Source: an optimization exercise on an open RTL-to-GDS flow (aim: small area and a short achievable clock period). Production flows keep margins and buffers that such runs may drop.
Function was checked by simulation only, so behaviour that the tests miss may differ from the original.
Power is estimated from default activity; no workload was simulated.

--- flow/flow/run.sh ---
#!/bin/bash
# Layout flow: the standard ORFS flow (standard.sh) with the standard synthesis
# unchanged. One setting differs from the standard layout: every input and output port
# is buffered with sky130_fd_sc_hd__buf_2 (buffer_ports otherwise picks a slow delay
# buffer, clkdlybuf4s50_1, for every port).
# Each step's full output goes to a log file in this work folder (ORFS also keeps its
# own per-step logs under orfs/logs).
set -euo pipefail
cd "$(dirname "${BASH_SOURCE[0]}")/.."
bash standard.sh synth > synth.log 2>&1
export BUFFER_PORTS_ARGS="-buffer_cell sky130_fd_sc_hd__buf_2"
bash standard.sh finish > layout.log 2>&1
--- flow/standard.sh ---
#!/bin/bash
# synth_recipe.tcl (not shown) runs the flow's synth.tcl, then flattens the netlist and writes it again
# the make line also repeats each setting of config.mk as NAME=value (left out here)
make -C /OpenROAD-flow-scripts/flow DESIGN_CONFIG=/design/flow/config.mk WORK_HOME=/design/flow/orfs CLKGATE_MAP_FILE= SYNTH_SCRIPT=/design/flow/synth_recipe.tcl "${@:-finish}"
--- flow/config.mk ---
export PLATFORM = sky130hd
export DESIGN_NAME = router_wh_xbar
export DESIGN_NICKNAME = router_wh_xbar
export VERILOG_FILES = /design/flow/design.v
export SDC_FILE = /design/flow/constraint.sdc
export NUM_CORES = 4
export LEC_CHECK = 0
export CAP_MARGIN = 20
export CELL_PAD_IN_SITES_DETAIL_PLACEMENT = 1
export CELL_PAD_IN_SITES_GLOBAL_PLACEMENT = 1
export CORE_MARGIN = 2
export CORE_UTILIZATION = 50
export SETUP_SLACK_MARGIN = 4.5
export SLEW_MARGIN = 20
--- flow/constraint.sdc ---
create_clock -name core_clock -period 9.0 [get_ports {clk}]
set_input_delay 1.8000 -clock core_clock [delete_from_list [all_inputs] [get_ports {clk}]]
set_output_delay 1.8000 -clock core_clock [all_outputs]
set_load 0.01 [all_outputs]
--- flow/design.v ---
module router_wh_xbar #(
   parameter int NUM_PORTS  = 5,
   parameter int FLIT_WIDTH = 34,
   parameter int FIFO_DEPTH = 4
) (
   input  logic                                   clk,
   input  logic                                   arst,
   input  logic [NUM_PORTS-1:0]                   in_valid_i,
   output logic [NUM_PORTS-1:0]                   in_ready_o,
   input  logic [NUM_PORTS*FLIT_WIDTH-1:0]        in_flit_i,
   input  logic [NUM_PORTS*$clog2(NUM_PORTS)-1:0] in_dest_i,
   output logic [NUM_PORTS-1:0]                   out_valid_o,
   input  logic [NUM_PORTS-1:0]                   out_ready_i,
   output logic [NUM_PORTS*FLIT_WIDTH-1:0]        out_flit_o
);
   localparam int NP = 5;
   localparam int FW = 34;
   localparam int PW = FW - 2;    
   localparam int EW = PW + 4;    
   logic [PW-1:0] h_pay  [NP];
   logic [NP-1:0] h_t1, h_t0, h_v;
   logic [2:0]    h_c    [NP];
   logic [EW-1:0] b_mem  [NP][3];
   logic [1:0]    b_cnt  [NP];
   logic [2:0]    b_rd   [NP];    
   logic [2:0]    b_wr   [NP];    
   logic [NP-1:0] drop;
   logic [NP-1:0] locked;
   logic [NP-1:0] cur    [NP];    
   logic [NP-1:0] rr     [NP];    
   logic [NP-1:0] selr   [NP];    
   logic [NP-1:0] full, push, pop, discard, inlk, bad, reload;
   logic [EW-1:0] in_ent [NP];    
   logic [EW-1:0] h_nxt  [NP];    
   always_comb begin
      for (int i = 0; i < NP; i++) begin
         logic [1:0] t;
         logic [2:0] d;
         logic [2:0] c;
         t = in_flit_i[i*FW+PW +: 2];
         d = in_dest_i[i*3 +: 3];
         if (t[1] != t[0])  c = 3'd6;
         else if (d > 3'd4) c = 3'd5;
         else               c = d;
         in_ent[i] = {t[1], c, in_flit_i[i*FW +: PW]};
         h_nxt[i] = (b_cnt[i] == 2'd0) ? in_ent[i] :
                    ({EW{b_rd[i][0]}} & b_mem[i][0]) |
                    ({EW{b_rd[i][1]}} & b_mem[i][1]) |
                    ({EW{b_rd[i][2]}} & b_mem[i][2]);
         full[i]   = h_v[i] && (b_cnt[i] == 2'd3);
         in_ready_o[i] = !full[i] && !arst;
         push[i]   = in_valid_i[i] && in_ready_o[i];
         bad[i]    = h_c[i][2] && (h_c[i][1] || h_c[i][0]);
      end
      for (int i = 0; i < NP; i++) begin
         inlk[i] = 1'b0;
         for (int o = 0; o < NP; o++) inlk[i] = inlk[i] | cur[o][i];
         discard[i] = h_v[i] && !inlk[i] && (drop[i] || bad[i]);
      end
   end
   logic [NP-1:0] selv [NP];
   logic [NP-1:0] xfer, t1s, ov;
   always_comb begin
      for (int o = 0; o < NP; o++) begin
         selv[o] = selr[o];
         ov[o] = |selv[o];
         out_valid_o[o] = ov[o] && !arst;
         begin
            logic [FW-1:0] f;
            f = '0;
            for (int i = 0; i < NP; i++)
               f = f | ({FW{selv[o][i]}} & {h_t1[i], h_t0[i], h_pay[i]});
            out_flit_o[o*FW +: FW] = f & {FW{!arst}};
            t1s[o] = f[FW-1];
         end
         xfer[o] = ov[o] && out_ready_i[o];
      end
      for (int i = 0; i < NP; i++) begin
         pop[i] = discard[i];
         for (int o = 0; o < NP; o++) pop[i] = pop[i] | (selv[o][i] && out_ready_i[o]);
         reload[i] = pop[i] || !h_v[i];
      end
   end
   logic [NP-1:0] h_v_n, drop_n, inlk_n, busy_n, locked_n;
   logic [2:0]    h_c_n  [NP];
   logic [NP-1:0] cur_n  [NP];
   logic [NP-1:0] rr_n   [NP];
   logic [NP-1:0] req_n  [NP];
   logic [NP-1:0] gnt_n  [NP];
   always_comb begin
      for (int i = 0; i < NP; i++) begin
         h_v_n[i] = h_v[i] ? (!pop[i] || push[i] || b_cnt[i] != 2'd0) : push[i];
         h_c_n[i] = reload[i] ? h_nxt[i][PW +: 3] : h_c[i];
         drop_n[i] = drop[i];
         if (discard[i]) begin
            if (drop[i]) begin
               if (h_t1[i]) drop_n[i] = 1'b0;
            end else if (!h_t1[i] && !h_t0[i]) begin
               drop_n[i] = 1'b1;
            end
         end
      end
      for (int o = 0; o < NP; o++) begin
         locked_n[o] = locked[o];
         rr_n[o]     = rr[o];
         if (locked[o]) begin
            cur_n[o] = (xfer[o] && t1s[o]) ? '0 : cur[o];
            if (xfer[o] && t1s[o]) locked_n[o] = 1'b0;
         end else begin
            cur_n[o] = (ov[o] && (!out_ready_i[o] || !t1s[o])) ? selv[o] : '0;
            if (xfer[o]) begin
               rr_n[o] = {selv[o][NP-2:0], selv[o][NP-1]};
               if (!t1s[o]) locked_n[o] = 1'b1;
            end
         end
         busy_n[o] = |cur_n[o];
      end
      for (int i = 0; i < NP; i++) begin
         inlk_n[i] = 1'b0;
         for (int o = 0; o < NP; o++) inlk_n[i] = inlk_n[i] | cur_n[o][i];
      end
      for (int o = 0; o < NP; o++) begin
         for (int i = 0; i < NP; i++)
            req_n[o][i] = h_v_n[i] && !drop_n[i] && !inlk_n[i] && (h_c_n[i] == 3'(o));
         for (int i = 0; i < NP; i++) begin
            logic any;
            any = 1'b0;
            for (int k = 0; k < NP; k++) begin
               logic clear;
               clear = rr_n[o][k];
               for (int j = 0; j < NP; j++) begin
                  if (((j - k + NP) % NP) < ((i - k + NP) % NP)) clear = clear && !req_n[o][j];
               end
               any = any | clear;
            end
            gnt_n[o][i] = req_n[o][i] && any && !busy_n[o];
         end
      end
   end
   always_ff @(posedge clk) begin
      for (int i = 0; i < NP; i++) begin
         for (int j = 0; j < 3; j++)
            if (in_valid_i[i] && !full[i] && b_wr[i][j]) b_mem[i][j] <= in_ent[i];
         h_pay[i] <= ({PW{!reload[i]}} & h_pay[i]) | ({PW{reload[i]}} & h_nxt[i][PW-1:0]);
         h_t1[i]  <= reload[i] ? h_nxt[i][PW+3] : h_t1[i];
         h_t0[i]  <= reload[i] ? h_nxt[i][PW+3] ^ (h_nxt[i][PW+2] & h_nxt[i][PW+1]) : h_t0[i];
         h_c[i] <= h_c_n[i];
      end
      if (arst) begin
         h_v    <= '0;
         drop   <= '0;
         locked <= '0;
         for (int i = 0; i < NP; i++) begin
            b_cnt[i] <= '0;
            b_rd[i]  <= 3'b001;
            b_wr[i]  <= 3'b001;
            cur[i]   <= '0;
            rr[i]    <= 5'b00001;
            selr[i]  <= '0;
         end
      end else begin
         h_v    <= h_v_n;
         drop   <= drop_n;
         locked <= locked_n;
         for (int i = 0; i < NP; i++) begin
            logic push_b, pop_b;
            push_b = push[i] && h_v[i] && !(pop[i] && b_cnt[i] == 2'd0);
            pop_b  = pop[i] && (b_cnt[i] != 2'd0);
            if (push_b && !pop_b)      b_cnt[i] <= b_cnt[i] + 2'd1;
            else if (!push_b && pop_b) b_cnt[i] <= b_cnt[i] - 2'd1;
            if (push_b) b_wr[i] <= {b_wr[i][1:0], b_wr[i][2]};
            if (pop_b)  b_rd[i] <= {b_rd[i][1:0], b_rd[i][2]};
         end
         for (int o = 0; o < NP; o++) begin
            cur[o] <= cur_n[o];
            rr[o]  <= rr_n[o];
            selr[o] <= (cur_n[o] & h_v_n) | gnt_n[o];
         end
      end
   end
endmodule
==> flow_summary.toml, run 1 <==
[critical_path]
crit_fanout = 38
path_buf_inv = 2
reg2reg_from = "selr[4][3]"
reg2reg_slack_ns = 4.56
slowest_delay_ns = 1.17
r2r_cells = 9
required_ns = 7.20
crit_chain = "buf_4 -> a222oi_1 -> a21oi_4 -> buf_2"
path_class = "flip-flop to primary output"
slowest_stage = "a222oi_1"
r2r_end = "selr[4][3]"
crit_path_start_kind = "flip-flop"
critical-path-top-delay-family = "compound AO/OA/AOI/OAI gates"
crit_arrival_ns = 2.78
end_kind = "primary output"

[power]
p_int_uw = 8120
comb_power_share_pct = 25.2
swShare_pct = 36.5
switching_power_uw = 4660
p_per_area_nw_per_um2 = 282
p_leak_uw = 0.0152
p_seq_share_pct = 45.2
vdd_drop_max_mv = 0.227
clock_power_share_pct = 29.7

[place]
dp.cells = 4098
gp_congestion = 0.943
dp.final_hpwl_microns = 103000
portBuffers = 376

[routing]
drt-initial-drc-count = 6182
drtAntennaViolNets = 0
num_vias = 31500
vias_per_cell = 7.31
wl_per_cell_microns = 37.1
drtPass1Iterations = 13
routed_wl_microns = 160000
route.detailed.drc = 0

[sta]
final-hold-violation-count = 0
setup_viol = 0
fmax_ghz = 0.218
period_minus_slack_ns = 4.58
worst_slew_pin_slew_ns = 1.22
finalCritPeriodShare_pct = 50.9
drv_slew = 0
final.setup_skew_ns = 0.0264
grt_setup_unrepaired = "true"
max_slew_margin_pct = 18.8
setup_tns_ns = 0

[clock_network]
cts_root_buf = "clkbuf_16"
clk_latency_ns = 0.65
hold_buffers = 0
cts_buffers = 91
cts_tree = "yes"
htree_levels = 3
clock_path_buffers = 3
cts_sinks = 855
path_clk_slew_ns = 0.06

[global_route]
grt_pass1_wl_microns = 228000
grt_max_degree = 76
track_usage_pct = 40.8
antenna_found_initial = 46
grt_pass1_vias = 32400
grt_overflow = 0

[final_layout]
regArea_sq_um = 24200
syn_to_final_growth_pct = 21.3
fill_cells = 7252
layout-drive-gt1-share_pct = 25.6
fin_nets = 3437
final_cells = 4312
multi_input_area_sq_um = 13800

[floorplanning]
top_level_ports = 377
dieHeight_microns = 277
die_area_sq_um = 76800
core_sq_um = 74200
die_w_microns = 277
rows = 100
initial_utilization_pct = 50.3

[min_path]
hold_class = "flip-flop to flip-flop"
holdPathStages = 2
hold_start = "b_wr[2][1]"
min_to = "b_wr[2][2]"

[yosys]
synth_fa_ha_area_share_pct = 0.168
synth_top_cell_by_area = "edfxtp_1"
syn_nets = 3129
syn_inst = 2927
synth_top_family_by_area = "compound AO/OA/AOI/OAI gates"
synthArstFlopShare_pct = 0
synth_top_area_share_pct = 57.1
yosys.area_share.simple_pct = 7.36
yosys.area_share.xor_xnor_pct = 0.563
synth_cell_type_count = 87
synth-edff-count = 710
syn-cell-area_sq_um = 37300
synth-seq-area-share_pct = 64.9
ys.flop_type = "edfxtp_1"
syn_avg_cell_area_sq_um = 12.7
ys_warn_count = 18
muxShareOfSynthArea_pct = 2.42
ys_ff_latch = 855
synth.most_common_cell = "edfxtp_1"
synth_common_cells = "710 x edfxtp_1, 377 x a21oi_1, 356 x a222oi_1, 301 x nor2_1, 224 x clkbuf_1"
synth_area_leaders = "edfxtp_1 57%, a222oi_1 9.5%, dfxtp_1 7.8%, a21oi_1 5.1%, a22oi_1 3.6%"
synth_compound_area_share_pct = 21.6

[flow_run]
drv_cap = 0

[outcome]
status = "timing/DRC/antenna clean"
-- layer usage --
metal / track usage, % / vias to the layer above / share of wire [%] / wire [microns]
met2: 64.7 / 2474 / 47 / 74700
met4: 25.8 / 18 / 6.9 / 11000
met3: 9.63 / 544 / 12 / 19200
li1: - / 12800 / - / -
met5: 0 / - / 0.078 / 124
met1: 50.4 / 15700 / 34 / 55000
-- cells in the final DEF, fill, tap and decap left out, types with 7 or more instances in the layout --
master	count
a211oi_1	9
a21oi_1	217
a21oi_2	19
a21oi_4	141
a222oi_1	356
a22oi_1	177
a31oi_1	14
and3_1	26
buf_16	9
buf_2	376
buf_4	74
clkbuf_1	30
clkbuf_16	93
clkbuf_8	12
clkinv_1	10
clkinv_2	9
dfxtp_1	133
dfxtp_2	10
diode_2	31
edfxtp_1	710
inv_1	38
mux2_2	16
mux2i_1	67
nand2_1	78
nand2b_1	7
nand3_1	34
nand4_1	11
nor2_1	292
nor2_4	9
nor3_1	33
nor4_1	7
o211ai_1	7
o21a_1	11
o21ai_0	39
o21ai_1	19
or2_2	13
or3_1	12
xnor2_1	10
xor2_1	14
-- metrics by stage --
step / util, % / total power, uW / hold WS [ns] / worst slack [ns] / instance area [sq um]
CTS: 60.8 / 12600 / 0.475 / 4.42 / 45100
finish: 61.0 / 12800 / 0.486 / 4.42 / 45200
floorplan: - / 7330 / 0.438 / 4.07 / 39500
global placement: 56.3 / 8710 / 0.448 / 3.49 / 41800
global route: 61.0 / 13100 / 0.499 / 4.44 / 45200
detailed placement: 56.3 / 8830 / 0.474 / 3.54 / 41800
-- how the worst max path moves through the flow --
stage,startpoint,cells after the start,endpoint
3_5_place_dp,arst,4,out_flit_o[1]
4_1_cts,arst,4,out_flit_o[26]
2_1_floorplan,out_ready_i[0],8,selr[1][0]
6_report,selr[1][0],4,out_flit_o[43]
5_1_grt,arst,4,out_flit_o[98]
3_3_place_gp,out_ready_i[4],9,selr[1][2]
-- what timing repair did --
action / CTS / global route
resized for setup: 26 / 9
setup buffers: 3 / 3
setup endpoints to repair: 194 / 47
pin swaps: 3 / 3
cloned: 7 / 0
-- worst min-delay path: stages, from the launching register on --
cell and delay (ns):
dfxtp_1 0.32, nand2_1 0.06, a21oi_1 0.06
-- cell type report --
class | count | share of cell area, %
Clock buffer | 135 | 5.76
Multi-Input combinational cell | 1780 | 30.5
Clock inverter | 35 | 0.846
Tap cell | 969 | 2.68
Antenna cell | 31 | 0.171
Timing Repair Buffer | 462 | 6.11
Sequential cell | 855 | 53.6
Inverter | 45 | 0.379
-- logic make-up after synthesis --
group | Yosys count
flip-flops | 855
multiplexers | 87
XOR/XNOR | 24
AO/OA/AOI/OAI | 1084
AND/OR/NAND/NOR | 580
buffers and inverters | 292
adder cells (fa/ha/maj) | 5
-- power groups by stage --
stage	combinational [uW]	sequential, uW	clock (uW)
finish	3220	5780	3790
global route	3350	5780	3940
CTS	3120	5720	3810
detailed placement	3040	5780	0
global placement	2970	5740	0
floorplan	2010	5320	0
==> run 2, diff against run 1 <==
==> flow/flow/run.sh (replaced) <==
#!/bin/bash
# Layout flow: the standard ORFS flow (standard.sh) with the standard synthesis
# unchanged. Two settings differ from the standard layout:
#  - every input and output port is buffered with sky130_fd_sc_hd__buf_2 (buffer_ports
#    otherwise picks a slow delay buffer, clkdlybuf4s50_1, for every port);
#  - clock tree synthesis clusters up to 30 sinks (60 um across) per clkbuf_16 leaf
#    buffer and adds no dummy loads, for a smaller clock tree.
# Each step's full output goes to a log file in this work folder (ORFS also keeps its
# own per-step logs under orfs/logs).
set -euo pipefail
cd "$(dirname "${BASH_SOURCE[0]}")/.."
bash standard.sh synth > synth.log 2>&1
export BUFFER_PORTS_ARGS="-buffer_cell sky130_fd_sc_hd__buf_2"
export CTS_ARGS="-sink_clustering_enable -repair_clock_nets -sink_clustering_size 30 -sink_clustering_max_diameter 60 -buf_list sky130_fd_sc_hd__clkbuf_16 -dont_use_dummy_load"
bash standard.sh finish > layout.log 2>&1
==> run 2 against run 1 <==
Effect of this change:
- sequential share of layout area grew 1.5 points
- cell area shrank 2.8%
- wire length shrank 1.8%
- combinational power is essentially flat
- global-route usage shrank 0.54 points
- via count shrank 1.5%
- utilization shrank 1.7 points
- power shrank 9.3%
- clock skew grew 0.026 ns
- fmax shrank 0.24%
- worst setup slack lost 0.011 ns
- largest power group unchanged
==> flow_summary.toml, run 2 <==
[floorplanning]
dieHeight_microns = 277
core_sq_um = 74200
initial_utilization_pct = 50.3
die_w_microns = 277
rows = 100
die_area_sq_um = 76800
top_level_ports = 377

[clock_network]
cts_tree = "yes"
htree_levels = 3
hold_buffers = 0
clk_latency_ns = 0.62
cts_root_buf = "clkbuf_16"
cts_buffers = 67
cts_sinks = 855
path_clk_slew_ns = 0.09
clock_path_buffers = 3

[yosys]
synth_top_cell_by_area = "edfxtp_1"
syn_avg_cell_area_sq_um = 12.7
synth-edff-count = 710
synth_cell_type_count = 87
syn-cell-area_sq_um = 37300
synth.most_common_cell = "edfxtp_1"
synth-seq-area-share_pct = 64.9
syn_nets = 3129
synthArstFlopShare_pct = 0
synth_top_area_share_pct = 57.1
ys.flop_type = "edfxtp_1"
synth_common_cells = "710 x edfxtp_1, 377 x a21oi_1, 356 x a222oi_1, 301 x nor2_1, 224 x clkbuf_1"
ys_ff_latch = 855
synth_area_leaders = "edfxtp_1 57%, a222oi_1 9.5%, dfxtp_1 7.8%, a21oi_1 5.1%, a22oi_1 3.6%"
ys_warn_count = 18
syn_inst = 2927

[min_path]
min_to = "b_wr[2][1]"
hold_start = "b_wr[2][0]"
hold_class = "flip-flop to flip-flop"
holdPathStages = 2

[final_layout]
final_cells = 4208
fin_nets = 3415
mostFrequentLayoutCells = "710 x edfxtp_1, 376 x buf_2, 356 x a222oi_1"
syn_to_final_growth_pct = 17.9
layout-drive-gt1-share_pct = 24.5
layout_commonest_cell = "edfxtp_1"
stdcell_area_sq_um = 44000

[sta]
setup_viol = 0
max_slew_margin_pct = 14.1
period_minus_slack_ns = 4.59
setup_ws_ns = 4.41
final.setup_skew_ns = 0.0524
fmax_ghz = 0.218
finalCritPeriodShare_pct = 51.0
setup_tns_ns = 0
final-hold-violation-count = 0
drv_slew = 0
grt_setup_unrepaired = "false"
worst_slew_pin_slew_ns = 1.29

[critical_path]
crit_arrival_ns = 2.79
reg2reg_from = "selr[4][2]"
path_class = "flip-flop to primary output"
r2r_cells = 9
end_kind = "primary output"
reg2reg_slack_ns = 4.47
crit_fanout = 38
cp-startpoint = "selr[1][0]"
r2r_end = "selr[4][3]"
crit_path_start_kind = "flip-flop"
required_ns = 7.20

[place]
gp_congestion = 0.943
dp.final_hpwl_microns = 103000
placed_cell_area_sq_um = 41800
dp.cells = 4098
dp_slack_ns = 3.54
portBuffers = 376

[global_route]
grt_max_degree = 76
grt_overflow = 0
grt_pass1_vias = 31700
track_usage_pct = 40.2
antenna_found_initial = 42
grt_pass1_wl_microns = 224000

[routing]
drt-initial-drc-count = 6099
route.detailed.drc = 0
wl_per_cell_microns = 37.3
drtPass1Iterations = 14
vias_per_cell = 7.38
num_vias = 31100
routed_wl_microns = 157000
drtAntennaViolNets = 0

[outcome]
status = "timing/DRC/antenna clean"

[flow_run]
drv_cap = 0

[power]
p_leak_uw = 0.0147
p_per_area_nw_per_um2 = 264
vdd_drop_max_mv = 0.232
[run 2: final cells by class]
cell class                      count  area [sq um]
Antenna cell                       28          70.1
Fill cell                        7302         30200
Timing Repair Buffer              464          2840
Inverter                           45           171
Multi-Input combinational cell   1780         13800
Sequential cell                   855         24200
Tap cell                          969          1210
Clock buffer                       67          1680
[run 2: per-layer routing]
| metal | part of all wire (%) | track usage (%) | up-vias |
|---|---|---|---|
| met5 | 0.063 | 0 | - |
| met4 | 6.9 | 24.4 | 14 |
| met3 | 11 | 8.78 | 573 |
| met2 | 46 | 63.9 | 2282 |
| met1 | 35 | 50.6 | 15500 |
| li1 | - | - | 12600 |
[run 2: what timing repair did]
action                                  4_1_cts  5_1_grt
gates resized for setup                      25        7
pin swaps                                     3        1
endpoints found under the setup margin      191       26
setup buffers                                 4        2
gates cloned                                  9        0
endpoints found under the hold margin         0        0
[run 2: report_power, final]
part           total [uW]  internal [uW]  switching [uW]
Clock                2630           1320            1320
Combinational        3190           1020            2170
Sequential           5770           4930             841
Total               11600           7260            4330
[run 2: how the worst max path moves through the flow]
stage | endpoint | slack [ns]
finish | out_flit_o[42] | 4.41
global route | out_flit_o[27] | 4.50
CTS | out_flit_o[33] | 4.51
detailed placement | out_flit_o[1] | 3.54
global placement | selr[1][2] | 3.49
floorplan | selr[1][0] | 4.07
[run 2: critical path: stages, from the launching register on]
cell,delay (ns)
dfxtp_1,0.30
buf_4,0.28
a222oi_1,1.22
a21oi_4,0.06
buf_2,0.18
[run 2: cells by family after synthesis]
| group | count (synthesis) | synth area share, % |
|---|---|---|
| AOI/OAI and AO/OA | 1084 | 21.6 |
| DFF | 855 | 64.9 |
| and+or+nand+nor | 580 | 7.36 |
| buffers and inverters | 292 | 3.01 |
| muxes | 87 | 2.42 |
| xor gates and xnor gates | 24 | 0.563 |
| adders and majority gates | 5 | 0.168 |
[run 2: through the flow]
stage	utilization (%)	power [uW]	hold WS, ns
after CTS	59.1	11500	0.472
after floorplan	-	7330	0.438
after global placement	56.3	8710	0.448
after global routing	59.3	11900	0.501
after detailed placement	56.3	8830	0.474
final	59.3	11600	0.478
==> run 3, diff against run 2 <==
--- a/flow/config.mk
+++ b/flow/config.mk
@@ -12,3 +12,3 @@
 export CORE_UTILIZATION = 50
-export SETUP_SLACK_MARGIN = 4.5
+export SETUP_SLACK_MARGIN = 4.65
 export SLEW_MARGIN = 20
==> run 3 against run 2 <==
Effect of this change:
- clock skew is 0.021 ns higher
- clock power hardly changed
- combinational power hardly changed
- area after synthesis stayed put
- count of clock-buffer cells in the layout stayed put
- sequential share of layout area is 1.0 points lower
- worst hold slack better by 0.015 ns
- non-clock buffer count is 18 higher
- cell area is 1.9% higher
- fmax is 4.6% higher
- register-to-register slack better by 0.24 ns
- worst setup slack better by 0.20 ns
- largest cell class unchanged
==> flow_summary.toml, run 3 <==
[outcome]
status = "timing/DRC/antenna clean"

[yosys]
synth_common_cells = "710 x edfxtp_1, 377 x a21oi_1, 356 x a222oi_1, 301 x nor2_1, 224 x clkbuf_1"
synth-edff-count = 710
syn_avg_cell_area_sq_um = 12.7
synthArstFlopShare_pct = 0
synth-seq-area-share_pct = 64.9
syn_nets = 3129
ys_warn_count = 18
ys.flop_type = "edfxtp_1"
synth_top_cell_by_area = "edfxtp_1"
synth_top_area_share_pct = 57.1
synth_area_leaders = "edfxtp_1 57%, a222oi_1 9.5%, dfxtp_1 7.8%, a21oi_1 5.1%, a22oi_1 3.6%"
syn-cell-area_sq_um = 37300
ys_ff_latch = 855
syn_inst = 2927
synth_cell_type_count = 87
synth.most_common_cell = "edfxtp_1"

[place]
portBuffers = 376
gp_congestion = 0.992
dp.final_hpwl_microns = 103000

[floorplanning]
initial_utilization_pct = 50.3
rows = 100
die_area_sq_um = 76800
dieHeight_microns = 277
core_sq_um = 74200
die_w_microns = 277
top_level_ports = 377

[flow_run]
drv_cap = 0

[power]
clock_power_share_pct = 22.8
fin_total_pwr_uw = 11700
swShare_pct = 37.4
p_leak_uw = 0.0149
p_int_uw = 7320
vdd_drop_max_mv = 0.211
p_per_area_nw_per_um2 = 261
comb_power_share_pct = 27.5
switching_power_uw = 4370
p_seq_share_pct = 49.8

[final_layout]
finish.utilization_pct = 60.4
layout-drive-gt1-share_pct = 25.5
mostFrequentLayoutCells = "710 x edfxtp_1, 365 x buf_2, 356 x a222oi_1"
syn_to_final_growth_pct = 20.2
fin_nets = 3433
layout_commonest_cell = "edfxtp_1"

[critical_path]
path_class = "flip-flop to primary output"
crit_arrival_ns = 2.59
crit_path_start_kind = "flip-flop"
end_kind = "primary output"
r2r_cells = 9
crit_fanout = 24
reg2reg_slack_ns = 4.71
required_ns = 7.20

[sta]
setup_viol = 0
setup_tns_ns = 0
grt_setup_unrepaired = "true"
period_minus_slack_ns = 4.39
finalCritPeriodShare_pct = 48.8
fmax_ghz = 0.228
max_slew_margin_pct = 18.7
final.setup_skew_ns = 0.0734
final-hold-violation-count = 0
worst_slew_pin_slew_ns = 1.21
drv_slew = 0

[global_route]
grt_overflow = 0
grt_pass1_vias = 31500
grt_max_degree = 76
grt_pass1_wl_microns = 224000
track_usage_pct = 40.3
antenna_found_initial = 39

[clock_network]
path_clk_slew_ns = 0.07
clock_path_buffers = 3
htree_levels = 3
cts_sinks = 855
cts_root_buf = "clkbuf_16"
clk_latency_ns = 0.65
cts_buffers = 67
cts_tree = "yes"

[routing]
routed_wl_microns = 159000
drtAntennaViolNets = 0
vias_per_cell = 7.42
route.detailed.drc = 0
drt-initial-drc-count = 5850
drtPass1Iterations = 13
wl_per_cell_microns = 37.7
num_vias = 31300

[min_path]
hold_class = "flip-flop to flip-flop"
holdPathStages = 2
## run 3: cell counts after synthesis
No cell type changed its count.
## run 3: kinds of logic (layout without fill, tap and decap cells)
family / Yosys count / after routing / share of synthesized area [%]
compound gates: 1084 / 1084 / 21.6
xor+xnor: 24 / 24 / 0.563
fa+ha+maj: 5 / 5 / 0.168
buf+inv: 292 / 594 / 3.01
flops: 855 / 855 / 64.9
mux: 87 / 87 / 2.42
other cells: 0 / 25 / 0
simple gates: 580 / 580 / 7.36
## run 3: timing repair
action / CTS / global route
setup buffers: 9 / 11
endpoints found under the setup margin: 205 / 52
pin swaps: 4 / 6
gates cloned: 18 / 5
hold buffers: 0 / 0
gates resized for setup: 55 / 21
## run 3: final cells by class
| class | instances | area (sq um) |
|---|---|---|
| fill | 7170 | 29400 |
| sequential | 855 | 24300 |
| multi-input combinational | 1780 | 14100 |
| timing repair buffer | 482 | 3390 |
| clock buffer | 67 | 1680 |
| tap | 969 | 1210 |
| inverter | 45 | 176 |
| antenna | 25 | 62.6 |
## run 3: worst paths after layout
check / start / to
max: selr[0][4] / out_flit_o[33]
min reg2reg: b_wr[3][2] / b_wr[3][0]
min: b_wr[3][2] / b_wr[3][0]
max reg2reg: selr[1][4] / selr[3][4]
## run 3: worst max-delay path, stage by stage (launching register included)
cell,delay [ns]
dfxtp_4,0.44
buf_8,0.27
a222oi_1,0.71
and3_4,0.35
nor2_4,0.04
buf_2,0.13
## run 3: power by group through the flow
stage          Sequential (uW)  Combinational, uW  Clock (uW)
2_1_floorplan             5330               2040           0
3_3_place_gp              5810               2910           0
3_5_place_dp              5830               2990           0
4_1_cts                   5760               3090        2660
5_1_grt                   5820               3360        2780
6_report                  5820               3210        2660
## run 3: routing by layer
metal	up-vias	share of wire, %	track usage [%]
met2	2330	46	63.7
li1	12700	-	-
met3	585	12	10.5
met1	15700	35	50.3
met4	34	6.8	23.2
met5	-	0.13	0
## run 3: through the flow
stage	setup slack [ns]	hold slack (ns)	std cells	area (sq um)
global placement	3.66	0.450	4088	42000
detailed placement	3.55	0.484	4088	42000
finish	4.61	0.494	4223	44800
global route	4.59	0.521	4211	44800
CTS	4.59	0.488	4182	44500
floorplan	4.07	0.438	2927	39800
==> run 4, diff against run 3 <==
--- a/flow/config.mk
+++ b/flow/config.mk
@@ -12,3 +12,3 @@
 export CORE_UTILIZATION = 50
-export SETUP_SLACK_MARGIN = 4.65
+export SETUP_SLACK_MARGIN = 4.8
 export SLEW_MARGIN = 20
==> run 4 against run 3 <==
Effect of this change:
- still clean
- die area did not move
- utilization rose by 1.7 points
- non-clock buffer count increased by 23
- critical endpoint is now out_flit_o[73]
- largest cell class unchanged
==> flow_summary.toml, run 4 <==
[routing]
vias_per_cell = 7.42
wl_per_cell_microns = 37.1
drt-initial-drc-count = 5820
route.detailed.drc = 0
drtAntennaViolNets = 0
drtPass1Iterations = 17
routed_wl_microns = 158000
num_vias = 31500

[power]
p_leak_uw = 0.0152
vdd_drop_max_mv = 0.215
p_int_uw = 7440
switching_power_uw = 4410
clock_power_share_pct = 22.4
swShare_pct = 37.2
comb_power_share_pct = 28.7
p_per_area_nw_per_um2 = 257
p_seq_share_pct = 48.9
fin_total_pwr_uw = 11900

[clock_network]
cts_sinks = 855
cts_tree = "yes"
path_clk_slew_ns = 0.05
cts_buffers = 67
htree_levels = 3
clock_path_buffers = 3
cts_root_buf = "clkbuf_16"
clk_latency_ns = 0.65

[global_route]
grt_overflow = 0
track_usage_pct = 40.1
antenna_found_initial = 43
grt_max_degree = 76
grt_pass1_wl_microns = 224000
grt_pass1_vias = 31900

[floorplanning]
die_w_microns = 277
die_area_sq_um = 76800
core_sq_um = 74200
rows = 100
initial_utilization_pct = 50.3
dieHeight_microns = 277
top_level_ports = 377

[yosys]
synth_top_area_share_pct = 57.1
synth_cell_type_count = 87
synth_area_leaders = "edfxtp_1 57%, a222oi_1 9.5%, dfxtp_1 7.8%, a21oi_1 5.1%, a22oi_1 3.6%"
ys_ff_latch = 855
syn_nets = 3129
synth-seq-area-share_pct = 64.9
synth-edff-count = 710
ys.flop_type = "edfxtp_1"
synthArstFlopShare_pct = 0
ys_warn_count = 18
syn_avg_cell_area_sq_um = 12.7
syn_inst = 2927
synth.most_common_cell = "edfxtp_1"
syn-cell-area_sq_um = 37300
synth_top_cell_by_area = "edfxtp_1"
synth_common_cells = "710 x edfxtp_1, 377 x a21oi_1, 356 x a222oi_1, 301 x nor2_1, 224 x clkbuf_1"

[critical_path]
reg2reg_slack_ns = 4.82
r2r_cells = 9
reg2reg_from = "selr[1][1]"
end_kind = "primary output"
r2r_end = "selr[4][4]"
path_class = "input port to primary output"
crit_path_start_kind = "input port"
crit_fanout = 6
required_ns = 7.20
crit_arrival_ns = 2.64

[flow_run]
drv_cap = 0

[sta]
period_minus_slack_ns = 4.44
finalCritPeriodShare_pct = 49.4
setup_tns_ns = 0
final-hold-violation-count = 0
grt_setup_unrepaired = "true"
worst_slew_pin_slew_ns = 1.10
fmax_ghz = 0.225
final.setup_skew_ns = 0.0709
max_slew_margin_pct = 26.6
drv_slew = 0
setup_viol = 0

[place]
dp.final_hpwl_microns = 100000
gp_congestion = 0.974
portBuffers = 376

[min_path]
min_to = "b_wr[0][0]"
hold_class = "flip-flop to flip-flop"
holdPathStages = 2
hold_start = "b_wr[0][2]"

[final_layout]
layout_commonest_cell = "edfxtp_1"
syn_to_final_growth_pct = 23.6
mostFrequentLayoutCells = "710 x edfxtp_1, 356 x a222oi_1, 288 x nor2_1"
layout-drive-gt1-share_pct = 26.4
fin_nets = 3456

[outcome]
status = "timing/DRC/antenna clean"
## run 4: power groups by stage
stage | registers (uW) | logic [uW] | clock network (uW)
6_report | 5790 | 3400 | 2660
5_1_grt | 5810 | 3560 | 2790
4_1_cts | 5730 | 3190 | 2670
3_5_place_dp | 5800 | 3000 | 0
3_3_place_gp | 5770 | 2920 | 0
2_1_floorplan | 5330 | 2050 | 0
## run 4: layer usage
layer	vias up	GRT usage (%)	routed length [microns]	part of all wire [%]
li1	12800	-	-	-
met1	15600	49.9	54500	35
met2	2469	63.4	72500	46
met3	683	10.0	19200	12
met4	30	24.6	11300	7.2
met5	-	0	225	0.14
## run 4: logic make-up (layout without fill, tap and decap cells)
group / count (synthesis) / after routing / synth area share [%]
mux: 87 / 87 / 2.42
flops: 855 / 855 / 64.9
compound gates: 1084 / 1084 / 21.6
other cells: 0 / 29 / 0
buf+inv: 292 / 617 / 3.01
xor+xnor: 24 / 24 / 0.563
simple gates: 580 / 580 / 7.36
fa+ha+maj: 5 / 5 / 0.168
## run 4: worst max-delay path by stage
stage | slack, ns | to | from
floorplan | 4.07 | selr[1][0] | out_ready_i[0]
global placement | 3.40 | selr[1][2] | arst
detailed placement | 3.43 | selr[1][2] | arst
CTS | 4.57 | out_flit_o[149] | arst
global route | 4.56 | out_flit_o[105] | arst
finish | 4.56 | out_flit_o[73] | arst
## run 4: cell type report
class,instances,area (sq um)
fillers,7045,28100
repair buffers,505,4530
well taps,969,1210
clock buffers,67,1680
inverters,45,183
flip-flops and latches,855,24300
diodes,29,72.6
multi-input cells,1780,14200
## run 4: metrics by stage
stage          hold slack, ns  instance area, sq um  util, %  std cells  worst slack [ns]
2_1_floorplan           0.438                 39800        -       2927              4.07
3_3_place_gp            0.451                 42000     56.6       4083              3.40
3_5_place_dp            0.492                 42000     56.6       4083              3.43
4_1_cts                 0.489                 45300     61.1       4201              4.57
5_1_grt                 0.515                 46100     62.1       4237              4.56
6_report                0.490                 46100     62.2       4250              4.56
## run 4: worst max-delay path, cell delays in order
cell and delay [ns]:
buf_16 0.16, buf_6 0.14, buf_16 0.14, a21oi_4 0.21
buf_2 0.18
## run 4: repair_timing
| action | 4_1_cts | 5_1_grt |
|---|---|---|
| cloned | 29 | 5 |
| gates resized for setup | 144 | 80 |
| hold buffers | 0 | 0 |
| buffers inserted | 22 | 12 |
| pin swaps | 6 | 12 |
| setup endpoints to repair | 206 | 203 |

==> port drivers added, routing unchanged <==
Ports are ideal in the flow. The routed layouts listed here were re-timed in OpenROAD.
Step 1: set_driving_cell puts a clkbuf_16 on clk and a buf_2 on each other input, an assumption about the parent block.
Step 2, shift: input delay + t, output delay - t, t = (earliest + latest rising clock arrival at the registers) / 2. This alone moves slack from input paths to output paths.
a / b / c = ideal / step 1 / step 2; a / b = the first two.
| run | t (ns) | slack for setup (ns) | worst setup path at the end | worst data-port slew with drivers (ns) |
|---|---|---|---|---|
| run 1 | 0.707 | 4.418 / 4.254 / 3.898 | input to register | 0.21 |
| run 2 | 0.675 | 4.408 / 4.256 / 3.896 | input to register | 0.27 |
| run 3 | 0.686 | 4.611 / 4.104 / 3.667 | input to register | 0.65 |
| run 4 | 0.688 | 4.558 / 4.174 / 3.878 | input to register | 0.48 |
After both steps every run listed still meets setup and hold. For run 3, which loses most, drivers alone change the setup slack by -0.507 ns; drivers and shift together by -0.944 ns.
